From an optimization exercise on the open Yosys and OpenROAD flow, aimed at small area and a short achievable clock period; shortcuts taken in it are not production practice. In this exercise RTL edits were held to simulation tests only and were not proved equivalent to the original. The clock port is modelled as an ideal driver; clocking choices that lean on that would not hold on a real chip. No activity file was given, so power comes from the tool's default toggle rates.

$ cat design/flow/config.mk
export PLATFORM = sky130hd
export DESIGN_NAME = exec_stage
export DESIGN_NICKNAME = exec_stage
export VERILOG_FILES = /design/flow/design.v
export SDC_FILE = /design/flow/constraint.sdc
export NUM_CORES = 8
export LEC_CHECK = 0
export CAP_MARGIN = 20
export CORE_MARGIN = 2
export CORE_UTILIZATION = 50
export CTS_CLUSTER_DIAMETER = 100
export CTS_CLUSTER_SIZE = 20
export SETUP_SLACK_MARGIN = 4.5
export SLEW_MARGIN = 20
export SYNTH_HIERARCHICAL = 1
export TNS_END_PERCENT = 5
$ cat design/flow/design.v
package exec_cfg_pkg;
    localparam int XLEN   = 32;  
    localparam int REG_AW = 5;   
    localparam logic [2:0] OPC_CLS_ALU    = 3'd0;  
    localparam logic [2:0] OPC_CLS_UPPER  = 3'd1;  
    localparam logic [2:0] OPC_CLS_JUMP   = 3'd2;  
    localparam logic [2:0] OPC_CLS_BRANCH = 3'd3;  
    localparam logic [2:0] OPC_CLS_HALT   = 3'd4;  
    localparam logic [2:0] OPC_CLS_NONE   = 3'd5;  
endpackage
package rv_isa_pkg;
    localparam logic [6:0] OPC_OP     = 7'b0110011;  
    localparam logic [6:0] OPC_OP_IMM = 7'b0010011;  
    localparam logic [6:0] OPC_LUI    = 7'b0110111;
    localparam logic [6:0] OPC_AUIPC  = 7'b0010111;
    localparam logic [6:0] OPC_JAL    = 7'b1101111;
    localparam logic [6:0] OPC_JALR   = 7'b1100111;
    localparam logic [6:0] OPC_BRANCH = 7'b1100011;
    localparam logic [6:0] OPC_SYSTEM = 7'b1110011;  
    localparam logic [2:0] F3_ADD  = 3'b000;  
    localparam logic [2:0] F3_SLL  = 3'b001;
    localparam logic [2:0] F3_SLT  = 3'b010;
    localparam logic [2:0] F3_SLTU = 3'b011;
    localparam logic [2:0] F3_XOR  = 3'b100;
    localparam logic [2:0] F3_SR   = 3'b101;  
    localparam logic [2:0] F3_OR   = 3'b110;
    localparam logic [2:0] F3_AND  = 3'b111;
    localparam logic [2:0] F3_BEQ  = 3'b000;
    localparam logic [2:0] F3_BNE  = 3'b001;
    localparam logic [2:0] F3_BLT  = 3'b100;
    localparam logic [2:0] F3_BGE  = 3'b101;
    localparam logic [2:0] F3_BLTU = 3'b110;
    localparam logic [2:0] F3_BGEU = 3'b111;
    localparam logic [31:0] NOP_INSTR = 32'h0000_0013;  
    typedef struct packed {
        logic [6:0] funct7;
        logic [4:0] rs2;
        logic [4:0] rs1;
        logic [2:0] funct3;
        logic [4:0] rd;
        logic [6:0] opcode;
    } rv_r_fmt_t;
    typedef struct packed {
        logic [11:0] imm;      
        logic [4:0]  rs1;
        logic [2:0]  funct3;
        logic [4:0]  rd;
        logic [6:0]  opcode;
    } rv_i_fmt_t;
    typedef struct packed {
        logic [6:0] imm_11_5;
        logic [4:0] rs2;
        logic [4:0] rs1;
        logic [2:0] funct3;
        logic [4:0] imm_4_0;
        logic [6:0] opcode;
    } rv_s_fmt_t;
    typedef struct packed {
        logic       imm_12;    
        logic [5:0] imm_10_5;
        logic [4:0] rs2;
        logic [4:0] rs1;
        logic [2:0] funct3;
        logic [3:0] imm_4_1;
        logic       imm_11;
        logic [6:0] opcode;
    } rv_b_fmt_t;
    typedef struct packed {
        logic [19:0] imm_31_12;
        logic [4:0]  rd;
        logic [6:0]  opcode;
    } rv_u_fmt_t;
    typedef struct packed {
        logic       imm_20;    
        logic [9:0] imm_10_1;
        logic       imm_11;
        logic [7:0] imm_19_12;
        logic [4:0] rd;
        logic [6:0] opcode;
    } rv_j_fmt_t;
    typedef union packed {
        rv_r_fmt_t r;
        rv_i_fmt_t i;
        rv_s_fmt_t s;
        rv_b_fmt_t b;
        rv_u_fmt_t u;
        rv_j_fmt_t j;
    } rv_instr_u;
endpackage
module regfile (
    input  logic        clk,
    input  logic        rst_n,
    input  logic        we,
    input  logic [4:0]  wa,
    input  logic [31:0] wd,
    input  logic [4:0]  ra1,
    input  logic [4:0]  ra2,
    input  logic [4:0]  ra3,
    output logic [31:0] rd1,
    output logic [31:0] rd2,
    output logic [31:0] rd3
);
    logic [31:0] rf_q [1:31];
    logic [31:1] rv_q;
    always_ff @(posedge clk) begin
        for (int k = 1; k < 32; k++)
            if (we && wa == 5'(k)) rf_q[k] <= wd;
    end
    always_ff @(posedge clk or negedge rst_n) begin
        if (!rst_n) rv_q <= '0;
        else for (int k = 1; k < 32; k++)
            if (we && wa == 5'(k)) rv_q[k] <= 1'b1;
    end
    logic [31:1] s1, s2;
    logic [31:1] s3 [4];
    sel_dec u_dec1 (.a(ra1), .v(rv_q), .s(s1));
    sel_dec u_dec2 (.a(ra2), .v(rv_q), .s(s2));
    for (genvar i = 0; i < 4; i++) begin : g_dec3
        sel_dec u_dec3 (.a(ra3), .v(rv_q), .s(s3[i]));
    end
    for (genvar b = 0; b < 32; b++) begin : g_bit
        logic [30:0] col;
        for (genvar k = 1; k < 32; k++) begin : g_col
            assign col[k-1] = rf_q[k][b];
        end
        ao_mux31s u_rd1 (.s(s1), .d(col), .y(rd1[b]));
        ao_mux31s u_rd2 (.s(s2), .d(col), .y(rd2[b]));
        ao_mux31 u_rd3 (.s(s3[b/8]), .d(col), .y(rd3[b]));
    end
endmodule
module sel_dec (
    input  logic [4:0]  a,
    input  logic [31:1] v,
    output logic [31:1] s
);
    logic [3:0] hi;
    logic [7:0] lo;
    always_comb begin
        for (int i = 0; i < 4; i++) hi[i] = a[4:3] == 2'(i);
        for (int i = 0; i < 8; i++) lo[i] = a[2:0] == 3'(i);
        for (int k = 1; k < 32; k++) s[k] = hi[k/8] & lo[k%8] & v[k];
    end
endmodule
module ao_mux31 (
    input  logic [30:0] s,
    input  logic [30:0] d,
    output logic        y
);
    logic [3:0] gn;
    ao8n u_g0 (.s(s[7:0]),   .d(d[7:0]),   .yn(gn[0]));
    ao8n u_g1 (.s(s[15:8]),  .d(d[15:8]),  .yn(gn[1]));
    ao8n u_g2 (.s(s[23:16]), .d(d[23:16]), .yn(gn[2]));
    ao7n u_g3 (.s(s[30:24]), .d(d[30:24]), .yn(gn[3]));
    assign y = ~&gn;
endmodule
module ao7n (
    input  logic [6:0] s,
    input  logic [6:0] d,
    output logic       yn
);
    assign yn = ~|(s & d);
endmodule
module ao8n (
    input  logic [7:0] s,
    input  logic [7:0] d,
    output logic       yn
);
    assign yn = ~|(s & d);
endmodule
module ao_mux31s (
    input  logic [30:0] s,
    input  logic [30:0] d,
    output logic        y
);
    logic [10:0] gn;
    for (genvar i = 0; i < 10; i++) begin : g_grp
        ao3n u_g (.s(s[3*i+2:3*i]), .d(d[3*i+2:3*i]), .yn(gn[i]));
    end
    assign gn[10] = ~(s[30] & d[30]);
    assign y = ~&gn;
endmodule
module ao3n (
    input  logic [2:0] s,
    input  logic [2:0] d,
    output logic       yn
);
    assign yn = ~|(s & d);
endmodule
module alu (
    input  logic [31:0] a,
    input  logic [31:0] b,
    input  logic        sub,
    input  logic        lt,          
    input  logic        ltu,         
    input  logic        sra,
    input  logic [2:0]  funct3,
    output logic [31:0] res_o
);
    logic [31:0] bx, p, g, c, sum;
    logic        cout, left;
    logic [31:0] sh_in, sh_out, sh_res;
    assign bx = sub ? ~b : b;
    assign p  = a ^ bx;
    assign g  = a & bx;
    bk_carry u_bk (.p(p), .g(g), .cin(sub), .c(c), .cout(cout));   
    assign sum = p ^ c;
    assign left = funct3 == 3'b001;
    always_comb begin
        for (int k = 0; k < 32; k++) sh_in[k] = left ? a[31-k] : a[k];
    end
    assign sh_out = 32'($signed({sra && !left && a[31], sh_in}) >>> b[4:0]);
    always_comb begin
        for (int k = 0; k < 32; k++) sh_res[k] = left ? sh_out[31-k] : sh_out[k];
    end
    always_comb begin
        case (funct3)
            3'b000: res_o = sum;
            3'b001: res_o = sh_res;
            3'b010: res_o = {31'd0, lt};
            3'b011: res_o = {31'd0, ltu};
            3'b100: res_o = p;
            3'b101: res_o = sh_res;
            3'b110: res_o = p | g;
            default: res_o = g;
        endcase
    end
endmodule
module bk_carry (
    input  logic [31:0] p,
    input  logic [31:0] g,
    input  logic        cin,
    output logic [31:0] c,       
    output logic        cout
);
    logic [31:0] gg [0:5];
    logic [31:0] pp [0:5];
    logic [31:0] G;              
    always_comb begin
        gg[0] = g;
        pp[0] = p;
        gg[0][0] = g[0] | (p[0] & cin);
        for (int l = 1; l <= 5; l++) begin
            gg[l] = gg[l-1];
            pp[l] = pp[l-1];
            for (int k = 0; k < 32; k++) begin
                if ((k % (1 << l)) == (1 << l) - 1) begin
                    gg[l][k] = gg[l-1][k] | (pp[l-1][k] & gg[l-1][k - (1 << (l-1))]);
                    pp[l][k] = pp[l-1][k] & pp[l-1][k - (1 << (l-1))];
                end
            end
        end
        G = gg[5];
        for (int l = 4; l >= 1; l--) begin
            for (int k = 0; k < 32; k++) begin
                if ((k % (1 << l)) == (1 << (l-1)) - 1 && k >= (1 << l)) begin
                    G[k] = G[k] | (pp[l-1][k] & G[k - (1 << (l-1))]);
                end
            end
        end
    end
    assign c    = {G[30:0], cin};
    assign cout = G[31];
endmodule
module branch_cmp (
    input  logic [31:0] a,
    input  logic [31:0] b,
    output logic        eq_o,
    output logic        lt_o,
    output logic        ltu_o
);
    logic lo_lt;
    assign lo_lt = a[30:0] < b[30:0];
    assign eq_o  = a == b;
    assign lt_o  = (a[31] == b[31]) ? lo_lt : a[31];
    assign ltu_o = (a[31] == b[31]) ? lo_lt : b[31];
endmodule
module stage_ctl (
    input  logic taken,      
    input  logic jp_q,       
    input  logic valid_i,
    input  logic sys_q,      
    input  logic halted_q,
    output logic jump,
    output logic accept
);
    assign jump   = taken && !jp_q;
    assign accept = valid_i && !jump && !sys_q && !halted_q;
endmodule
module exec_stage #(
    parameter int NUM_REGS = 32
) (
    input  logic                             clk,
    input  logic                             rst_n,
    input  logic [exec_cfg_pkg::XLEN-1:0]    instr_i,
    input  logic [exec_cfg_pkg::XLEN-1:0]    pc_i,
    input  logic                             valid_i,
    input  logic [exec_cfg_pkg::REG_AW-1:0]  dbg_addr_i,
    output logic                             accept_o,
    output logic                             jump_o,
    output logic [exec_cfg_pkg::XLEN-1:0]    jump_pc_o,
    output logic                             halted_o,
    output logic [exec_cfg_pkg::XLEN-1:0]    dbg_data_o
);
    logic c_op_q, c_opimm_q, c_lui_q, c_jal_q, c_jalr_q, c_sys_q;
    logic sub_q;                 
    logic b_eq_q, b_ne_q, b_lt_q, b_ge_q, b_ltu_q, b_geu_q;  
    logic wr_q;                  
    logic [31:7]  ir_q;          
    logic [31:0]  tgt_q;         
    logic [31:0]  op1_q, op2_q;  
    logic         jp_q;          
    logic         halted_q;
    logic [6:0] opc_i;
    logic [2:0] f3_i;
    logic d_op, d_opimm, d_lui, d_auipc, d_jal, d_jalr, d_br, d_sys;
    assign opc_i   = instr_i[6:0];
    assign f3_i    = instr_i[14:12];
    assign d_op    = opc_i == rv_isa_pkg::OPC_OP;
    assign d_opimm = opc_i == rv_isa_pkg::OPC_OP_IMM;
    assign d_lui   = opc_i == rv_isa_pkg::OPC_LUI;
    assign d_auipc = opc_i == rv_isa_pkg::OPC_AUIPC;
    assign d_jal   = opc_i == rv_isa_pkg::OPC_JAL;
    assign d_jalr  = opc_i == rv_isa_pkg::OPC_JALR;
    assign d_br    = opc_i == rv_isa_pkg::OPC_BRANCH;
    assign d_sys   = opc_i == rv_isa_pkg::OPC_SYSTEM;
    logic taken;
    logic wb_we;
    logic [31:0] wb_data;
    logic jump, accept;
    stage_ctl u_ctl_port (
        .taken    (taken),
        .jp_q     (jp_q),
        .valid_i  (valid_i),
        .sys_q    (c_sys_q),
        .halted_q (halted_q),
        .jump     (jump_o),
        .accept   (accept_o)
    );
    stage_ctl u_ctl (
        .taken    (taken),
        .jp_q     (jp_q),
        .valid_i  (valid_i),
        .sys_q    (c_sys_q),
        .halted_q (halted_q),
        .jump     (jump),
        .accept   (accept)
    );
    assign halted_o = halted_q;
    assign wb_we    = accept && wr_q;
    always_ff @(posedge clk or negedge rst_n) begin
        if (!rst_n) begin
            c_op_q <= 1'b0; c_opimm_q <= 1'b0; c_lui_q <= 1'b0;
            c_jal_q <= 1'b0; c_jalr_q <= 1'b0; c_sys_q <= 1'b0;
            sub_q <= 1'b0;
            b_eq_q <= 1'b0; b_ne_q <= 1'b0; b_lt_q <= 1'b0;
            b_ge_q <= 1'b0; b_ltu_q <= 1'b0; b_geu_q <= 1'b0;
            wr_q     <= 1'b0;
            jp_q     <= 1'b0;
            halted_q <= 1'b0;
        end else begin
            if (accept) begin
                c_op_q <= d_op; c_opimm_q <= d_opimm; c_lui_q <= d_lui;
                c_jal_q <= d_jal; c_jalr_q <= d_jalr; c_sys_q <= d_sys;
                sub_q <= d_op && instr_i[30] && f3_i == 3'b000;
                b_eq_q  <= d_br && f3_i == 3'b000;
                b_ne_q  <= d_br && f3_i == 3'b001;
                b_lt_q  <= d_br && f3_i == 3'b100;
                b_ge_q  <= d_br && f3_i == 3'b101;
                b_ltu_q <= d_br && f3_i == 3'b110;
                b_geu_q <= d_br && f3_i == 3'b111;
                wr_q <= (d_op || d_opimm || d_lui || d_auipc || d_jal || d_jalr) &&
                        instr_i[11:7] != 5'd0;
            end
            if (jump) jp_q <= 1'b1;
            else if (accept) jp_q <= 1'b0;
            if (c_sys_q) halted_q <= 1'b1;
        end
    end
    always_ff @(posedge clk) begin
        if (accept) begin
            ir_q <= instr_i[31:7];
        end
    end
    logic [4:0]  rs1_a, rs2_a;
    logic        fwd1, fwd2, use_imm;
    logic [31:0] imm2;
    logic [31:0] rd1, rd2;
    assign rs1_a   = valid_i ? instr_i[19:15] : ir_q[19:15];
    assign rs2_a   = valid_i ? instr_i[24:20] : ir_q[24:20];
    assign fwd1    = valid_i && wr_q && ir_q[11:7] == instr_i[19:15];
    assign fwd2    = valid_i && wr_q && ir_q[11:7] == instr_i[24:20];
    assign use_imm = valid_i ? d_opimm : c_opimm_q;
    assign imm2    = valid_i ? {{20{instr_i[31]}}, instr_i[31:20]} : {{20{ir_q[31]}}, ir_q[31:20]};
    regfile u_regfile (
        .clk      (clk),
        .rst_n    (rst_n),
        .we       (wb_we),
        .wa       (ir_q[11:7]),
        .wd       (wb_data),
        .ra1      (rs1_a),
        .ra2      (rs2_a),
        .ra3      (dbg_addr_i),
        .rd1      (rd1),
        .rd2      (rd2),
        .rd3      (dbg_data_o)
    );
    always_ff @(posedge clk) begin
        op1_q <= (valid_i && d_jal) ? pc_i : fwd1 ? wb_data : rd1;
        op2_q <= use_imm ? imm2 : fwd2 ? wb_data : rd2;
    end
    logic [31:0] t_imm, t_sum;
    always_comb begin
        if (d_br)         t_imm = {{20{instr_i[31]}}, instr_i[7], instr_i[30:25], instr_i[11:8], 1'b0};
        else if (d_auipc) t_imm = {instr_i[31:12], 12'b0};
        else              t_imm = 32'd4;
    end
    assign t_sum = pc_i + t_imm;
    always_ff @(posedge clk) begin
        if (accept) tgt_q <= t_sum;
    end
    logic [2:0]  f3;
    logic [31:0] imm_i, imm_u, imm_j;
    assign f3    = ir_q[14:12];
    assign imm_i = {{20{ir_q[31]}}, ir_q[31:20]};
    assign imm_j = {{12{ir_q[31]}}, ir_q[19:12], ir_q[20], ir_q[30:21], 1'b0};
    assign imm_u = {ir_q[31:12], 12'b0};
    logic eq, lt, ltu;
    branch_cmp u_branch_cmp (
        .a     (op1_q),
        .b     (op2_q),
        .eq_o  (eq),
        .lt_o  (lt),
        .ltu_o (ltu)
    );
    logic [31:0] alu_res;
    alu u_alu (
        .a      (op1_q),
        .b      (op2_q),
        .sub    (sub_q),
        .lt     (lt),
        .ltu    (ltu),
        .sra    (ir_q[30]),
        .funct3 (f3),
        .res_o  (alu_res)
    );
    assign taken = c_jal_q || c_jalr_q ||
                   (b_eq_q && eq) || (b_ne_q && !eq) || (b_lt_q && lt) ||
                   (b_ge_q && !lt) || (b_ltu_q && ltu) || (b_geu_q && !ltu);
    logic [31:0] jsum;
    assign jsum      = op1_q + (c_jal_q ? imm_j : imm_i);
    assign jump_pc_o = (c_jal_q || c_jalr_q) ? {jsum[31:1], jsum[0] && c_jal_q} : tgt_q;
    always_comb begin
        if (c_op_q || c_opimm_q) wb_data = alu_res;
        else if (c_lui_q)        wb_data = imm_u;
        else                     wb_data = tgt_q;       
    end
endmodule
$ cat design/flow/constraint.sdc
create_clock -name core_clock -period 10.0 [get_ports {clk}]
set_input_delay 2.0000 -clock core_clock [delete_from_list [all_inputs] [get_ports {clk}]]
set_output_delay 2.0000 -clock core_clock [all_outputs]
set_load 0.01 [all_outputs]
$ cat design/flow/flow/run.sh
#!/bin/bash
# The standard layout (standard.sh), with two changes:
#  - the input and output ports are buffered by buf_4 cells instead of the
#    buffer the flow picks by default (a delay cell);
#  - after CTS, flow/eco_cts.tcl upsizes cells along the worst setup paths
#    (same cells, larger drive strengths) and legalizes the placement.
# make's own output goes to standard.log; each ORFS step writes its log
# under orfs/logs/.
set -euo pipefail
here=$(pwd)
bash standard.sh "BUFFER_PORTS_ARGS=-buffer_cell sky130_fd_sc_hd__buf_4" \
    "POST_CTS_TCL=$here/flow/eco_cts.tcl" finish > standard.log 2>&1
$ cat design/flow/flow/eco_cts.tcl
# Post-CTS step (POST_CTS_TCL): upsize cells along the worst setup paths,
# re-estimating placement parasitics after every trial, then legalize.
source [file join [file dirname [info script]] eco_size.tcl]
set ::eco_par_mode -placement
estimate_parasitics -placement
puts "eco: worst slack before [sta::worst_slack -max]"
set eco_n [eco_upsize 40 6.0 0.002]
puts "eco: $eco_n cells upsized, worst slack [sta::worst_slack -max]"
detailed_placement
check_placement -verbose
estimate_parasitics -placement
puts "eco: after legalization, worst slack [sta::worst_slack -max]"
$ cat design/flow/standard.sh
#!/bin/bash
# synth_recipe.tcl (not shown) runs the flow's synth.tcl, then flattens the netlist and writes it again
# the make line also repeats each setting of config.mk as NAME=value (left out here)
make -C /OpenROAD-flow-scripts/flow DESIGN_CONFIG=/design/flow/config.mk WORK_HOME=/design/flow/orfs CLKGATE_MAP_FILE= SYNTH_SCRIPT=/design/flow/synth_recipe.tcl "${@:-finish}"
$ cat design/flow/flow/eco_size.tcl
# Greedy upsizing along the worst setup paths, with parasitics re-estimated
# after every trial. Each pass takes the worst endpoint not yet found stuck,
# tries the larger drive strengths of the cells on its worst path, and keeps
# the change that raises that endpoint's slack most without lowering the
# design's worst slack. An endpoint with no such change is marked stuck.
# Slacks in ns.
proc eco_cell_variants {master} {
  if {![regexp {^(sky130_fd_sc_hd__[a-z0-9]+)_([0-9]+)$} $master -> base drv]} { return {} }
  set out {}
  foreach lc [get_lib_cells */${base}_*] {
    set n [get_name $lc]
    if {[regexp "^${base}_(\[0-9\]+)$" $n -> d] && $d > $drv} { lappend out [list $d $n] }
  }
  return [lsort -integer -index 0 $out]
}

proc eco_est {} {
  estimate_parasitics $::eco_par_mode
}

proc eco_ep_slack {ep} {
  set pe [lindex [find_timing_paths -path_delay max -to $ep] 0]
  return [expr {[$pe slack] * 1e9}]
}

proc eco_upsize {max_passes target min_gain} {
  set changed 0
  set stuck {}
  eco_est
  for {set pass 0} {$pass < $max_passes} {incr pass} {
    set wns [sta::worst_slack -max]
    set pe ""
    foreach p [find_timing_paths -path_delay max -group_path_count 200 -endpoint_path_count 1 -sort_by_slack] {
      set ep [get_full_name [[$p path] pin]]
      if {[lsearch -exact $stuck $ep] < 0} { set pe $p; break }
    }
    if {$pe eq ""} { break }
    set ep [get_full_name [[$pe path] pin]]
    set s0 [expr {[$pe slack] * 1e9}]
    if {$s0 > $target} { break }
    set insts {}
    foreach pin [[$pe path] pins] {
      if {[$pin is_top_level_port]} { continue }
      set inst [get_name [get_cells -of_objects $pin]]
      if {[lsearch -exact $insts $inst] < 0} { lappend insts $inst }
    }
    set best_gain 0; set best_inst ""; set best_cell ""
    foreach inst $insts {
      set orig [get_property [get_cells $inst] ref_name]
      if {[string match "*clkbuf*" $orig] || [string match "*_1\[26\]" $orig]} { continue }
      foreach v [eco_cell_variants $orig] {
        set cand [lindex $v 1]
        replace_cell [get_cells $inst] $cand
        eco_est
        set gain [expr {[eco_ep_slack $ep] - $s0}]
        set w [sta::worst_slack -max]
        replace_cell [get_cells $inst] $orig
        if {$w < $wns - 0.0005} { continue }
        if {$gain > $best_gain} { set best_gain $gain; set best_inst $inst; set best_cell $cand }
      }
    }
    if {$best_gain < $min_gain} { lappend stuck $ep; eco_est; continue }
    replace_cell [get_cells $best_inst] $best_cell
    eco_est
    incr changed
  }
  return $changed
}
==> key figures, run 1 <==
Status
  – Status: finished clean

Clock tree
  – Clock transition at path regs: 0.09 ns
  – Clock Latency Late Sink: 0.73 ns
  – Sink Count: 1160
  – CTS tree: yes

Timing
  – Setup violators final: 0
  – Max Transition Viols Final: 0
  – WHS: 0.551 ns
  – Setup TNS: 0 ns
  – Crit share post-route: 0.617
  – Slew headroom: 0.0594
  – Setup Skew: 0.0600 ns
  – Unrepaired setup endpoints after global routing: yes
  – Hold Violations, Final: 0
  – Fmax: 162 MHz
  – Worst-Margin Slew: 1.41 ns
  – Fin crit period: 6.17 ns
  – Final WS setup: 3.83 ns

Global route
  – Met1 Use GR: 0.606
  – Gr usage total: 0.506
  – First-pass GRT wire length: 447000 µm
  – Gr busiest metal: met2
  – Global route total overflow: 0
  – GR Util met2: 0.719
  – Vias in the first global route: 54600
  – Initial antenna violation count: 24
  – Pin count of the biggest net entering global routing: 67
  – M3 GR Usage: 0.208

Drt
  – Detailed Routing Iterations Pass 1: 20
  – WL final: 335000 µm
  – 1st-iter DRT viols: 18100
  – Drt via density: 8.66
  – DR vias: 60000
  – WL per Instance: 48.4 µm
  – Antenna Violating Nets Remaining: 0
  – Drt drc: 0

Power and ir drop
  – Peak supply drop: 0.166 mV
  – LEAKAGE: 24.0 nW
  – Overall power: 9.94 mW
  – Power Density: 143 nW/µm²

Min path
  – Min-Delay Path Depth: 1
  – Hold Path Class: register to register

Worst setup path
  – Critical Path, Cell by Cell: buf_6 > and3_2 > and3_1 > a222oi_1 > and3_1 > nand4_2 > buf_4
  – CP peak stage delay: 0.54 ns
  – Kind of start point of the critical path: input pin
  – Reg2reg path depth: 15
  – Cell count along the critical path: 7
  – Worst-path fanout max: 32
  – Worst Path Required: 8.00 ns
  – Buf+Inv Stages, Crit Path: 2
  – Crit end category: primary output
  – Worst path top cell family by delay: simple AND/OR/NAND/NOR gates
  – Crit-path most repeated cell: and3_1
  – Slowest CP cell: and3_1
  – CP Data Arrival Time: 4.17 ns
  – Crit path kind: input pin to primary output

Place
  – Placed cell area: 66800 µm²
  – Place WS: 3.63 ns
  – Port Buffers: 138
  – Dpl cells: 6772
  – RD Place Congestion: 1.07
  – Hpwl dp: 232000 µm

Floorplan
  – Initial cell density of the core: 0.502
  – I/O Pins: 139
  – Die height: 358 µm
  – Die X: 358 µm
  – CORE AREA: 125000 µm²
  – Row count: 130
  – Die ar.: 129000 µm²

Synthesis
  – Syn Inst Count: 5000
  – Synthesized net count: 5231
  – Syn_area_per_cell: 12.6 µm²
  – Netlist Area Pre-Place: 62800 µm²
  – Yosys warns: 16

Cells and area
  – Nets: 5442
  – Syn-to-layout area delta: 10.5%
  – FILL cells: 10500
  – Fin util: 0.555
  – Reg area: 34000 µm²
  – Share of post-route cells with drive strength above 1: 0.127
  – Multi-input logic area: 28600 µm²
  – Finished Layout Cells: 6928
  – Post-route cell area: 69400 µm²

Flow run
  – Max Cap Viol: 0
## cell type report
cell class | count | share of cell area
Antenna cell | 28 | 0.00101
Clock buffer | 99 | 0.0274
Clock inverter | 12 | 0.00270
Inverter | 136 | 0.00745
Multi-Input combinational cell | 3574 | 0.412
Sequential cell | 1160 | 0.489
Tap cell | 1650 | 0.0297
Timing Repair Buffer | 269 | 0.0307
## layout by cell type, fill, tap and decap left out, types with 28 or more instances in the layout
cell and instances:
inv_1 130, diode_2 28, nor2_4 31, mux2i_1 129, a2111o_1 64, a21oi_1 171
and3_2 66, nand2_1 266, a222oi_1 673, ha_1 157, edfxtp_1 1049, a22oi_1 455
dfxtp_1 61, nor2_1 155, o21ai_0 110, o21ai_1 38, and4_1 95, a21boi_0 28
buf_4 258, nor3_1 38, xnor2_1 37, o22ai_1 37, o21ai_2 29, a21o_1 59
mux4_2 36, dfrtp_1 45, nand4_1 169, and3_1 157, o21a_1 30, xor2_1 59
o21bai_1 36, clkbuf_16 72, nor2b_1 38
## state kept, by name, indices dropped and copies added (netlist names), 25 cells and up
register / flops
ir_q: 25
u_regfile.rf_q: 992
u_regfile.rv_q: 31
tgt_q: 32
op2_q: 32
op1_q: 32
## per-layer routing
metal / wire length [µm] / share of wire
met3: 55700 / 0.17
met4: 35700 / 0.11
met5: 633 / 0.0019
met1: 108000 / 0.32
met2: 136000 / 0.40
## where the power goes
part	leakage (nW)	switching [mW]	internal [mW]
combinational	12.3	0.908	0.355
clock	1.01	1.74	1.38
sequential	10.6	0.147	5.41
## worst paths after layout
| check | from | endpoint | slack (ns) |
|---|---|---|---|
| max in group asynchronous | rst_n | c_jal_q$_DFFE_PN0P_ | 8.12 |
| worst max-delay path | dbg_addr_i[3] | dbg_data_o[25] | 3.83 |
| worst min register to register | c_op_q$_DFFE_PN0P_ | c_op_q$_DFFE_PN0P_ | 0.55 |
| worst min-delay path | c_op_q$_DFFE_PN0P_ | c_op_q$_DFFE_PN0P_ | 0.55 |
| worst max register to register | ir_q[12]$_DFFE_PP_ | op2_q[5]$_DFF_P_ | 3.93 |
| min in group asynchronous | rst_n | c_op_q$_DFFE_PN0P_ | 1.31 |
==> inputs of run 2 (changes only) <==
--- a/design/flow/config.mk
+++ b/design/flow/config.mk
@@ -12,3 +12,3 @@
 export CTS_CLUSTER_SIZE = 20
-export SETUP_SLACK_MARGIN = 4.5
+export SETUP_SLACK_MARGIN = 4.8
 export SLEW_MARGIN = 20
==> run 2 against run 1 <==
Routed wire length increased by 1.8%. Die area unchanged. Still clean on timing, DRC and antenna. Setup slack improved by 0.40 ns.
==> key figures, run 2 <==
Clock tree
  – Clock Latency Late Sink: 0.73 ns (about the same)
  – Clock transition at path regs: 0.09 ns (about the same)
  – CTS tree: yes
  – Sink Count: 1160 (unchanged)

Global route
  – First-pass GRT wire length: 454000 µm (+1.5%)
  – Pin count of the biggest net entering global routing: 67 (unchanged)
  – Vias in the first global route: 55300 (+1.3%)
  – Initial antenna violation count: 18 (-25%)
  – Gr usage total: 0.514 (+0.00712)
  – Global route total overflow: 0 (unchanged)

Place
  – Hpwl dp: 232000 µm (unchanged)
  – Place WS: 3.63 ns (unchanged)
  – Port Buffers: 138 (unchanged)
  – RD Place Congestion: 1.07 (unchanged)

Worst setup path
  – Crit end category: primary output
  – Crit path kind: input pin to primary output
  – Worst-path fanout max: 18 (-44%)
  – Kind of start point of the critical path: input pin
  – Worst Path Required: 8.00 ns (about the same)
  – CP Data Arrival Time: 3.77 ns (-0.40 ns)

Floorplan
  – Row count: 130 (unchanged)
  – Die height: 358 µm (unchanged)
  – Die X: 358 µm (unchanged)
  – Die ar.: 129000 µm² (unchanged)
  – I/O Pins: 139 (unchanged)
  – Initial cell density of the core: 0.502 (unchanged)
  – CORE AREA: 125000 µm² (unchanged)

Synthesis
  – Synthesized net count: 5231 (unchanged)
  – Yosys warns: 16 (unchanged)
  – Netlist Area Pre-Place: 62800 µm² (unchanged)
  – Syn Inst Count: 5000 (unchanged)
  – Syn_area_per_cell: 12.6 µm² (unchanged)

Cells and area
  – Reg with most FFs: u_regfile.rf_q
  – Commonest non-fill, non-tap cell in the layout: edfxtp_1
  – Syn-to-layout area delta: 14.5%
  – Max FFs per register: 992 (unchanged)
  – Commonest cells after routing, fill and taps aside: edfxtp_1, a222oi_1, a22oi_1
  – Share of post-route cells with drive strength above 1: 0.197 (+0.0703)
  – Nets: 5522 (+1.5%)

Min path
  – Hold Path Class: register to register

Timing
  – Fin crit period: 5.77 ns (-0.399 ns)
  – Setup Skew: 0.0579 ns (-0.00211 ns)
  – Setup TNS: 0 ns (unchanged)
  – Worst-Margin Slew: 1.37 ns (-0.0390 ns)
  – Max Transition Viols Final: 0 (unchanged)
  – Setup violators final: 0 (unchanged)
  – Hold Violations, Final: 0 (unchanged)
  – Slew headroom: 0.0855 (+0.0260)
  – Unrepaired setup endpoints after global routing: yes
  – Final WS setup: 4.23 ns (+0.399 ns)
  – Fmax: 173 MHz (+6.9%)
  – Crit share post-route: 0.577 (-0.0399)

Power and ir drop
  – Overall power: 10.1 mW (+1.2%)
  – Power Density: 140 nW/µm² (-2.4%)
  – Net load switching power: 2.84 mW (+1.8%)
  – Pint: 7.22 mW (+1.0%)
  – Peak supply drop: 0.158 mV (-4.8%)
  – Sw Share: 0.282 (+0.00161)
  – Seq pwr share: 0.552 (-0.007)
  – Clock network power share: 0.309 (-0.005)
  – Logic pwr share: 0.138 (+0.011)
  – LEAKAGE: 24.5 nW (+2.3%)

Drt
  – WL per Instance: 48.8 µm (+0.81%)
  – Drt drc: 0 (unchanged)
  – WL final: 342000 µm (+1.8%)
  – Detailed Routing Iterations Pass 1: 21 (+5.0%)
  – 1st-iter DRT viols: 17200 (-4.6%)
  – Drt via density: 8.73 (+0.78%)
  – Antenna Violating Nets Remaining: 0 (unchanged)
  – DR vias: 61100 (+1.8%)

Status
  – Status: finished clean

Flow run
  – Max Cap Viol: 0 (unchanged)
run 2: cell count changes in the layout (fill, tap and decap cells not counted), moves of 13 or more:
cell	before	now
buf_16	3	16
a22oi_1	455	420
and3_4	4	99
dfxtp_1	61	29
and3_2	66	96
a22oi_2	2	37
buf_4	258	306
dfxtp_4	0	13
dfxtp_2	3	22
and3_1	157	32
ha_1	157	140
run 2: stage by stage:
step | instance area, µm² | hold WS [ns] | utilization | instances
floorplan | 63100 | 0.453 | - | 5000
global placement | 66700 | 0.512 | 0.533 | 6769
detailed placement | 66800 | 0.534 | 0.534 | 6772
global route | 71900 | 0.571 | 0.575 | 6985
finish | 72000 | 0.550 | 0.575 | 6999
run 2: final cells by class:
class	count	area [µm²]
inverters	136	514
clock inverters	12	188
multi-input cells	3574	30000
diodes	19	47.5
repair buffers	349	3200
well taps	1650	2060
clock buffers	99	1900
flip-flops and latches	1160	34000
fillers	10300	53100
run 2: power groups by stage:
| stage | Clock, mW | Sequential [mW] | Combinational (mW) |
|---|---|---|---|
| 2_1_floorplan | 0 | 5.57 | 0.634 |
| 3_3_place_gp | 0 | 5.65 | 1.18 |
| 3_5_place_dp | 0 | 5.65 | 1.19 |
| 5_1_grt | 3.25 | 5.55 | 1.42 |
| 6_report | 3.11 | 5.56 | 1.39 |
run 2: worst max-delay path, cell delays in order:
cell and delay [ns]:
buf_16 0.15, and3_4 0.21, and3_4 0.20, a222oi_1 0.59
and3_1 0.26, nand4_1 0.15, buf_4 0.19
run 2: path summary, 6_finish.rpt:
kind	start	end	slack, ns	cells past startpoint
setup reg to reg	ir_q[14]$_DFFE_PP_	op1_q[8]$_DFF_P_	4.34	12
setup / recovery	dbg_addr_i[1]	dbg_data_o[16]	4.23	7
min in group asynchronous	rst_n	c_jalr_q$_DFFE_PN0P_	1.33	1
hold / removal	c_op_q$_DFFE_PN0P_	c_op_q$_DFFE_PN0P_	0.55	1
hold reg to reg	c_op_q$_DFFE_PN0P_	c_op_q$_DFFE_PN0P_	0.55	1
max in group asynchronous	rst_n	c_jal_q$_DFFE_PN0P_	8.10	1
run 2: per-layer routing:
layer / wire length, µm / share of wire / vias up / track usage
met1: 109000 / 0.32 / 29300 / 0.609
met5: 941 / 0.0028 / - / 0.0393
met4: 38300 / 0.11 / 24 / 0.410
met2: 137000 / 0.40 / 7056 / 0.724
met3: 56900 / 0.17 / 1924 / 0.221
li1: - / - / 22700 / -
==> inputs of run 3 (changes only) <==
--- a/design/flow/design.v
+++ b/design/flow/design.v
@@ -125,4 +125,4 @@
         end
-        ao_mux31s u_rd1 (.s(s1), .d(col), .y(rd1[b]));
-        ao_mux31s u_rd2 (.s(s2), .d(col), .y(rd2[b]));
+        ao_mux31 u_rd1 (.s(s1), .d(col), .y(rd1[b]));
+        ao_mux31 u_rd2 (.s(s2), .d(col), .y(rd2[b]));
         ao_mux31 u_rd3 (.s(s3[b/8]), .d(col), .y(rd3[b]));
@@ -166,21 +166,2 @@
     output logic       yn
-);
-    assign yn = ~|(s & d);
-endmodule
-module ao_mux31s (
-    input  logic [30:0] s,
-    input  logic [30:0] d,
-    output logic        y
-);
-    logic [10:0] gn;
-    for (genvar i = 0; i < 10; i++) begin : g_grp
-        ao3n u_g (.s(s[3*i+2:3*i]), .d(d[3*i+2:3*i]), .yn(gn[i]));
-    end
-    assign gn[10] = ~(s[30] & d[30]);
-    assign y = ~&gn;
-endmodule
-module ao3n (
-    input  logic [2:0] s,
-    input  logic [2:0] d,
-    output logic       yn
 );
--- a/design/flow/config.mk
+++ b/design/flow/config.mk
@@ -12,5 +12,4 @@
 export CTS_CLUSTER_SIZE = 20
-export SETUP_SLACK_MARGIN = 4.8
+export SETUP_SLACK_MARGIN = 4.5
 export SLEW_MARGIN = 20
 export SYNTH_HIERARCHICAL = 1
-export TNS_END_PERCENT = 5
==> run 3 against run 2 <==
Synthesized area up 2.7%. Worst hold slack lost 0.042 ns. Critical path depth grew 2. Critical endpoint is now dbg_data_o[4].
==> key figures, run 3 <==
Status
  – Status: finished clean

Drt
  – DR vias: 62000 (+1.6%)
  – WL per Instance: 45.6 µm (-6.5%)
  – Drt via density: 8.29 (-5.1%)
  – Detailed Routing Iterations Pass 1: 15 (-29%)
  – Drt drc: 0 (unchanged)
  – Antenna Violating Nets Remaining: 0 (unchanged)
  – WL final: 341000 µm (about the same)
  – 1st-iter DRT viols: 13900 (-20%)

Power and ir drop
  – Peak supply drop: 0.154 mV (-2.7%)
  – LEAKAGE: 23.9 nW (-2.6%)
  – Power Density: 135 nW/µm² (-3.6%)

Timing
  – Slew headroom: 0.139 (+0.0532)
  – Max Transition Viols Final: 0 (unchanged)
  – Fin crit period: 5.78 ns (+0.0119 ns)
  – Setup violators final: 0 (unchanged)
  – Unrepaired setup endpoints after global routing: yes
  – Hold Violations, Final: 0 (unchanged)
  – Setup Skew: 0.0578 ns (-0.000139 ns)
  – Setup TNS: 0 ns (unchanged)
  – Worst-Margin Slew: 1.29 ns (-0.0798 ns)
  – Crit share post-route: 0.578 (+0.00119)
  – Fmax: 173 MHz (-0.21%)

Flow run
  – Max Cap Viol: 0 (unchanged)

Worst setup path
  – Critical Path Start: dbg_addr_i[0]
  – Worst Path Required: 8.00 ns (about the same)
  – Worst-path fanout max: 6 (-12)
  – Kind of start point of the critical path: input pin
  – Reg2reg path depth: 13 (+1)
  – CP Data Arrival Time: 3.78 ns (about the same)
  – Reg-to-reg critical path endpoint: op2_q[29]$_DFF_P_
  – Crit path to: dbg_data_o[4]
  – RR Startpoint: ir_q[13]$_DFFE_PP_
  – Crit path kind: input pin to primary output
  – FF-to-FF setup slack: 4.45 ns (+0.11 ns)
  – Crit end category: primary output

Floorplan
  – Die X: 363 µm (+1.3%)
  – Initial cell density of the core: 0.505 (+0.00229)
  – Die ar.: 132000 µm² (+2.6%)
  – I/O Pins: 139 (unchanged)
  – Row count: 131 (+0.77%)
  – CORE AREA: 128000 µm² (+2.2%)
  – Die height: 363 µm (+1.3%)

Global route
  – Global route total overflow: 0 (unchanged)
  – Initial antenna violation count: 26 (+8)
  – Vias in the first global route: 55500 (+0.42%)
  – Pin count of the biggest net entering global routing: 49 (-27%)
  – Gr usage total: 0.499 (-0.0148)
  – First-pass GRT wire length: 456000 µm (+0.44%)

Synthesis
  – Syn_area_per_cell: 12.0 µm² (-4.6%)
  – Synthesized net count: 5615 (+7.3%)
  – Netlist Area Pre-Place: 64500 µm² (+2.7%)
  – Yosys warns: 16 (unchanged)
  – Syn Inst Count: 5384 (+7.7%)

Cells and area
  – Share of post-route cells with drive strength above 1: 0.214 (+0.0172)
  – Finished Layout Cells: 7486 (+7.0%)
  – Reg with most FFs: u_regfile.rf_q
  – Max FFs per register: 992 (unchanged)
  – Syn-to-layout area delta: 16.8%
  – Commonest cells after routing, fill and taps aside: a22oi_1, edfxtp_1, buf_4
  – Commonest non-fill, non-tap cell in the layout: a22oi_1
  – Nets: 5996 (+8.6%)

Min path
  – Hold Path Class: register to register

Place
  – Port Buffers: 138 (unchanged)
  – Dpl cells: 7174 (+5.9%)
  – Hpwl dp: 227000 µm (-2.4%)
  – RD Place Congestion: 1.07 (+0.31%)

Clock tree
  – Clock Latency Late Sink: 0.75 ns (+0.02 ns)
  – Sink Count: 1160 (unchanged)
  – Clock transition at path regs: 0.09 ns (about the same)
  – CTS tree: yes
==> run 3: changes by cell type in the layout (fill, tap and decap cells not counted), sizes merged, moves of 3 or more <==
cell	previous run	this run
a22oi	457	1353
a222oi	673	97
and4	101	293
buf	345	425
a2111o	64	0
and3	227	291
nand2	267	203
nand4	184	120
nor2	188	198
clkbuf	103	106
diode	19	16
==> run 3: routing by layer <==
layer | vias to the layer above | share of wire | GRT usage
met2 | 6569 | 0.40 | 0.697
met1 | 30000 | 0.33 | 0.602
met5 | - | 0.0020 | 0.0258
met4 | 34 | 0.099 | 0.352
li1 | 23700 | - | -
met3 | 1722 | 0.17 | 0.236
==> run 3: worst min path at each step <==
stage / startpoint / to / slack [ns] / cells after the start
6_report: b_ltu_q$_DFFE_PN0P_ / b_ltu_q$_DFFE_PN0P_ / 0.51 / 1
5_1_grt: b_ltu_q$_DFFE_PN0P_ / b_ltu_q$_DFFE_PN0P_ / 0.53 / 1
3_5_place_dp: b_ltu_q$_DFFE_PN0P_ / b_ltu_q$_DFFE_PN0P_ / 0.49 / 1
3_3_place_gp: c_op_q$_DFFE_PN0P_ / c_op_q$_DFFE_PN0P_ / 0.49 / 1
2_1_floorplan: b_ltu_q$_DFFE_PN0P_ / b_ltu_q$_DFFE_PN0P_ / 0.45 / 1
==> run 3: final cells by class <==
cell class	count	area [µm²]
antenna	16	40.0
multi-input combinational	3968	32300
clock inverter	12	191
tap	1662	2080
timing repair buffer	430	4280
clock buffer	102	1880
inverter	136	515
sequential	1160	34000
fill	10500	52500
==> run 3: critical path, cell delays in order <==
cell	delay (ns)
buf_16	0.13
nor3b_4	0.16
and3_4	0.25
buf_6	0.14
buf_6	0.11
a222oi_1	0.36
and3_4	0.35
nand4_4	0.11
buf_6	0.14
==> run 3: through the flow <==
step                total power, mW  setup slack (ns)  utilization  hold slack [ns]  area [µm²]
global placement               6.90              2.70        0.535            0.494       68300
floorplan                      6.24              3.64            -            0.453       64800
finish                         10.2              4.22        0.589            0.507       75400
global route                   10.3              4.26        0.589            0.534       75300
detailed placement             6.90              2.72        0.537            0.490       68600
==> run 3: power breakdown <==
part | internal, mW | switching, mW | total [mW]
combinational | 0.466 | 1.02 | 1.49
clock | 1.35 | 1.77 | 3.12
sequential | 5.41 | 0.135 | 5.55
==> inputs of run 4 (changes only) <==
--- a/design/flow/config.mk
+++ b/design/flow/config.mk
@@ -15 +15,2 @@
 export SYNTH_HIERARCHICAL = 1
+export TNS_END_PERCENT = 5
==> run 4 against run 3 <==
Cell count shrank 1.8%. Synthesized area is the same. Cell area shrank 3.9%. Fmax shrank 1.5%. Still clean on timing, DRC and antenna. Non-clock buffer count shrank 128. Combinational power shrank 8%. Synthesized cell count is the same. Largest power group unchanged.
==> key figures, run 4 <==
Floorplan
  – CORE AREA: 128000 µm² (unchanged)
  – I/O Pins: 139 (unchanged)
  – Die height: 363 µm (unchanged)
  – Die X: 363 µm (unchanged)
  – Initial cell density of the core: 0.505 (unchanged)
  – Die ar.: 132000 µm² (unchanged)
  – Row count: 131 (unchanged)

Power and ir drop
  – Overall power: 10.1 mW (-0.20%)
  – Peak supply drop: 0.157 mV (+2.2%)
  – Power Density: 140 nW/µm² (+3.8%)
  – LEAKAGE: 22.9 nW (-4.1%)

Worst setup path
  – Critical Path, Cell by Cell: buf_12 > nor2_2 > and3_1 > a22oi_1 > and4_1 > nand4_4 > buf_4
  – Worst path top cell family by delay: simple AND/OR/NAND/NOR gates
  – Crit end category: primary output
  – CP Data Arrival Time: 3.87 ns (+0.09 ns)
  – Cell count along the critical path: 7 (-2)
  – Reg-to-reg critical path endpoint: u_regfile.rf_q[28][11]$_DFFE_PP_
  – Buf+Inv Stages, Crit Path: 2 (-2)
  – Worst-path fanout max: 32 (+26)
  – Crit path to: dbg_data_o[31]
  – RR Startpoint: op1_q[28]$_DFF_P_
  – FF-to-FF setup slack: 4.32 ns (-0.13 ns)
  – Critical Path Start: dbg_addr_i[0]
  – Crit path kind: input pin to primary output
  – Worst Path Required: 8.00 ns (about the same)
  – Slowest CP cell: and3_1
  – Kind of start point of the critical path: input pin
  – Reg2reg path depth: 15 (+2)
  – CP peak stage delay: 0.60 ns (+0.24 ns)

Flow run
  – Max Cap Viol: 0 (unchanged)

Clock tree
  – CTS tree: yes
  – Sink Count: 1160 (unchanged)
  – Clock transition at path regs: 0.09 ns (about the same)
  – Clock Latency Late Sink: 0.75 ns (about the same)

Timing
  – Slew headroom: 0.144 (+0.00581)
  – Setup violators final: 0 (unchanged)
  – Setup Skew: 0.0645 ns (+0.00667 ns)
  – Setup TNS: 0 ns (unchanged)
  – Fmax: 170 MHz (-1.5%)
  – Crit share post-route: 0.587 (+0.00877)
  – Hold Violations, Final: 0 (unchanged)
  – Worst-Margin Slew: 1.28 ns (-0.00871 ns)
  – Fin crit period: 5.87 ns (+0.0877 ns)
  – Unrepaired setup endpoints after global routing: yes
  – Max Transition Viols Final: 0 (unchanged)

Drt
  – Detailed Routing Iterations Pass 1: 17 (+2)
  – WL final: 328000 µm (-4.1%)
  – WL per Instance: 44.6 µm (-2.3%)
  – Antenna Violating Nets Remaining: 0 (unchanged)
  – DR vias: 60500 (-2.4%)
  – 1st-iter DRT viols: 12300 (-11%)
  – Drt drc: 0 (unchanged)
  – Drt via density: 8.23 (-0.61%)

Place
  – RD Place Congestion: 1.06 (-1.2%)
  – Hpwl dp: 223000 µm (-1.7%)
  – Port Buffers: 138 (unchanged)
  – Placed cell area: 68500 µm² (-0.13%)

Global route
  – First-pass GRT wire length: 443000 µm (-2.9%)
  – Initial antenna violation count: 32 (+23%)
  – Global route total overflow: 0 (unchanged)
  – Vias in the first global route: 54600 (-1.6%)
  – Gr usage total: 0.480 (-0.0189)
  – Pin count of the biggest net entering global routing: 67 (+37%)

Cells and area
  – Commonest cells after routing, fill and taps aside: a22oi_1, edfxtp_1, buf_4
  – Post-route cell area: 72400 µm² (-3.9%)
  – Syn-to-layout area delta: 12.3%
  – Reg with most FFs: u_regfile.rf_q
  – Max FFs per register: 992 (unchanged)
  – Share of post-route cells with drive strength above 1: 0.160 (-0.0542)
  – Nets: 5860 (-2.3%)
  – Commonest non-fill, non-tap cell in the layout: a22oi_1

Min path
  – Min-Delay Path Depth: 1 (unchanged)
  – Hold Path Class: register to register

Synthesis
  – Netlist Area Pre-Place: 64500 µm² (unchanged)
  – Yosys warns: 16 (unchanged)
  – Synthesized net count: 5615 (unchanged)
  – Syn_area_per_cell: 12.0 µm² (unchanged)
  – Syn Inst Count: 5384 (unchanged)

Status
  – Status: finished clean
## run 4: routing by layer
layer | track usage | up-vias | routed length, µm
li1 | - | 23400 | -
met1 | 0.575 | 29500 | 109000
met2 | 0.683 | 5987 | 134000
met3 | 0.208 | 1636 | 51800
met4 | 0.356 | 42 | 32900
met5 | 0 | - | 347
## run 4: through the flow
step	instances	hold slack [ns]	setup slack, ns	util
after detailed placement	7168	0.485	3.57	0.536
final	7350	0.504	4.13	0.567
after global placement	7159	0.476	3.63	0.534
after floorplan	5384	0.453	3.64	-
after global routing	7339	0.528	4.12	0.566
## run 4: worst register-to-register path, stage by stage, from the launching register on
cell and delay, ns:
dfxtp_4 0.40, ha_1 0.33, a21o_1 0.18, a21o_1 0.18
a211oi_2 0.34, o31ai_2 0.16, o2bb2ai_2 0.22, mux2i_1 0.21
nand4_1 0.14, nor2b_4 0.18, nor4b_4 0.32, clkinv_2 0.29
nor2_2 0.55, nand4_1 0.69, nor2_4 0.59, buf_4 0.51
## run 4: where the power goes
| group | switching (mW) | internal (mW) | total, mW |
|---|---|---|---|
| registers | 0.141 | 5.41 | 5.56 |
| logic | 0.963 | 0.411 | 1.37 |
| clock network | 1.80 | 1.40 | 3.20 |
| total | 2.91 | 7.23 | 10.1 |
## run 4: final cells by class
type	instances	area [µm²]
multi-input cells	3958	30900
clock inverters	17	314
well taps	1662	2080
clock buffers	104	1900
flip-flops and latches	1160	34000
fillers	10800	55400
inverters	136	512
repair buffers	302	2700
diodes	11	27.5
## run 4: worst min-delay path by stage
stage / start / to / slack, ns
6_report: b_geu_q$_DFFE_PN0P_ / b_geu_q$_DFFE_PN0P_ / 0.50
2_1_floorplan: b_ltu_q$_DFFE_PN0P_ / b_ltu_q$_DFFE_PN0P_ / 0.45
3_3_place_gp: b_geu_q$_DFFE_PN0P_ / b_geu_q$_DFFE_PN0P_ / 0.48
3_5_place_dp: b_geu_q$_DFFE_PN0P_ / b_geu_q$_DFFE_PN0P_ / 0.48
5_1_grt: b_ne_q$_DFFE_PN0P_ / b_ne_q$_DFFE_PN0P_ / 0.53
==> inputs of run 5 (changes only) <==
--- a/design/flow/config.mk
+++ b/design/flow/config.mk
@@ -12,3 +12,3 @@
 export CTS_CLUSTER_SIZE = 20
-export SETUP_SLACK_MARGIN = 4.5
+export SETUP_SLACK_MARGIN = 4.8
 export SLEW_MARGIN = 20
==> run 5 against run 4 <==
First-iteration DRC count grew 2.3%. Routed wire length grew 1.7%. Synthesized area is the same. Sequential share of layout area shrank 1.1 points. Register-to-register slack gained 0.06 ns. Core utilization grew 1.5 points. Cell area grew 2.6%. Via count grew 1.2%.
==> key figures, run 5 <==
Status
  – Status: finished clean

Worst setup path
  – Kind of start point of the critical path: input pin
  – Reg-to-reg critical path endpoint: u_regfile.rf_q[21][16]$_DFFE_PP_
  – RR Startpoint: op1_q[28]$_DFF_P_
  – FF-to-FF setup slack: 4.38 ns (+0.06 ns)
  – Crit end category: primary output
  – Worst Path Required: 8.00 ns (about the same)
  – Reg2reg path depth: 15 (unchanged)
  – CP Data Arrival Time: 3.76 ns (-0.11 ns)
  – Worst-path fanout max: 8 (-75%)
  – Crit path kind: input pin to primary output

Power and ir drop
  – Pint: 7.30 mW (+0.98%)
  – Sw Share: 0.289 (+0.00264)
  – Seq pwr share: 0.541 (-0.007)
  – Power Density: 138 nW/µm² (-1.2%)
  – Peak supply drop: 0.156 mV (-0.48%)
  – Logic pwr share: 0.147 (+0.011)
  – Net load switching power: 2.97 mW (+2.3%)
  – Overall power: 10.3 mW (+1.4%)
  – Clock network power share: 0.312 (-0.004)
  – LEAKAGE: 23.5 nW (+2.6%)

Clock tree
  – CTS tree: yes
  – Clock transition at path regs: 0.09 ns (about the same)
  – Clock Latency Late Sink: 0.75 ns (about the same)
  – Sink Count: 1160 (unchanged)

Floorplan
  – CORE AREA: 128000 µm² (unchanged)
  – Die X: 363 µm (unchanged)
  – Die ar.: 132000 µm² (unchanged)
  – Die height: 363 µm (unchanged)
  – I/O Pins: 139 (unchanged)
  – Row count: 131 (unchanged)
  – Initial cell density of the core: 0.505 (unchanged)

Min path
  – WHS Endpoint: b_ltu_q$_DFFE_PN0P_
  – Hold Startpoint: b_ltu_q$_DFFE_PN0P_
  – Min-Delay Path Depth: 1 (unchanged)
  – Hold Path Class: register to register

Cells and area
  – FILL cells: 10600 (-1.5%)
  – Share of post-route cells with drive strength above 1: 0.198 (+0.0382)
  – Commonest cells after routing, fill and taps aside: a22oi_1, edfxtp_1, buf_4
  – Commonest non-fill, non-tap cell in the layout: a22oi_1
  – Reg with most FFs: u_regfile.rf_q
  – Reg area: 34100 µm² (+0.14%)
  – Multi-input logic area: 31900 µm² (+3.4%)
  – Max FFs per register: 992 (unchanged)
  – Nets: 5930 (+1.2%)
  – Syn-to-layout area delta: 15.2%

Synthesis
  – Netlist Area Pre-Place: 64500 µm² (unchanged)
  – Yosys warns: 16 (unchanged)
  – Syn Inst Count: 5384 (unchanged)
  – Synthesized net count: 5615 (unchanged)
  – Syn_area_per_cell: 12.0 µm² (unchanged)

Timing
  – Worst-Margin Slew: 1.31 ns (+0.0285 ns)
  – Setup Skew: 0.0586 ns (-0.00589 ns)
  – Hold Violations, Final: 0 (unchanged)
  – Unrepaired setup endpoints after global routing: yes
  – Crit share post-route: 0.576 (-0.0107)
  – Fin crit period: 5.76 ns (-0.107 ns)
  – Setup violators final: 0 (unchanged)
  – Max Transition Viols Final: 0 (unchanged)
  – Fmax: 173 MHz (+1.9%)
  – Setup TNS: 0 ns (unchanged)
  – Slew headroom: 0.125 (-0.0190)

Drt
  – Antenna Violating Nets Remaining: 0 (unchanged)
  – Drt drc: 0 (unchanged)
  – Detailed Routing Iterations Pass 1: 13 (-4)
  – 1st-iter DRT viols: 12600 (+2.3%)
  – WL per Instance: 44.9 µm (+0.68%)
  – WL final: 333000 µm (+1.7%)
  – DR vias: 61300 (+1.2%)
  – Drt via density: 8.25 (+0.19%)

Global route
  – First-pass GRT wire length: 446000 µm (+0.78%)
  – Vias in the first global route: 54800 (+0.20%)
  – Global route total overflow: 0 (unchanged)
  – Pin count of the biggest net entering global routing: 67 (unchanged)
  – Initial antenna violation count: 38 (+19%)
  – Gr usage total: 0.484 (+0.00459)

Place
  – Hpwl dp: 223000 µm (unchanged)
  – RD Place Congestion: 1.06 (unchanged)
  – Port Buffers: 138 (unchanged)

Flow run
  – Max Cap Viol: 0 (unchanged)
[run 5: cell count changes in the layout (fill, tap and decap cells not counted), moves of 17 or more]
cell	previous run	this run
and4_4	13	30
ha_1	150	128
buf_4	268	321
ha_4	3	25
and3_1	135	95
and3_4	30	66
[run 5: cell type report]
cell class | count | share of cell area
Sequential cell | 1160 | 0.459
Multi-Input combinational cell | 3958 | 0.429
Timing Repair Buffer | 372 | 0.0471
Tap cell | 1662 | 0.0280
Clock buffer | 104 | 0.0256
Inverter | 136 | 0.00688
Clock inverter | 17 | 0.00423
Antenna cell | 16 | 0.000539
[run 5: worst max path at each step]
stage,startpoint,to,cells after the start
6_report,dbg_addr_i[2],dbg_data_o[29],7
5_1_grt,dbg_addr_i[4],dbg_data_o[8],7
3_5_place_dp,op2_q[4]$_DFF_P_,u_regfile.rf_q[12][30]$_DFFE_PP_,16
3_3_place_gp,op2_q[4]$_DFF_P_,u_regfile.rf_q[25][2]$_DFFE_PP_,15
2_1_floorplan,valid_i,u_regfile.rf_q[3][0]$_DFFE_PP_,9
[run 5: worst max-delay path, stage by stage]
cell       delay (ns)
bufbuf_16        0.27
nor2b_4          0.18
and3_2           0.31
a22oi_1          0.26
and4_2           0.45
nand4_4          0.14
buf_6            0.14
[run 5: metrics by stage]
step                instances  instance area, µm²  worst slack (ns)   util  hold slack [ns]
global route             7409               74300              4.29  0.581            0.528
global placement         7159               68300              3.63  0.534            0.476
finish                   7425               74300              4.24  0.581            0.507
floorplan                5384               64800              3.64      -            0.453
detailed placement       7168               68500              3.57  0.536            0.485
[run 5: per-layer routing]
metal | vias to the layer above | wire length [µm] | global-route usage
met3 | 1704 | 52800 | 0.208
met2 | 6295 | 135000 | 0.684
met1 | 29700 | 111000 | 0.582
li1 | 23500 | - | -
met5 | - | 274 | 0
met4 | 40 | 34300 | 0.371
[run 5: power groups by stage]
stage	registers (mW)	clock network (mW)	logic, mW
6_report	5.55	3.21	1.51
5_1_grt	5.54	3.35	1.55
3_5_place_dp	5.65	0	1.24
3_3_place_gp	5.65	0	1.24
2_1_floorplan	5.57	0	0.672

==> afterwards: timing with drivers on the ports <==
In the flow no input, the clock included, has a driving cell. The finished layouts below were timed again as built, in two steps.
Step 1 sets driving cells, clkbuf_16 on the clock port and buf_2 on the other inputs (assumed; they add their load-dependent delay and slew).
Step 2, shift: input delay + t, output delay - t, t = (earliest + latest rising clock arrival at the registers) / 2. This alone moves slack from input paths to output paths.
a / b / c = ideal / step 1 / step 2; a / b = the first two.
run | shift t [ns] | setup WS [ns] | pins driven straight from the clock port
run 1 | 0.782 | 3.829 / 3.788 / 3.597 | 1
run 2 | 0.783 | 4.228 / 3.967 / 3.539 | 1
run 3 | 0.801 | 4.216 / 3.870 / 3.870 | 1
run 4 | 0.793 | 4.128 / 3.885 / 3.662 | 1
run 5 | 0.799 | 4.235 / 3.956 / 3.956 | 1
After both steps setup and hold are still met in every run listed. For run 2, which loses most, drivers alone change the setup slack by -0.261 ns; drivers and shift together by -0.689 ns.
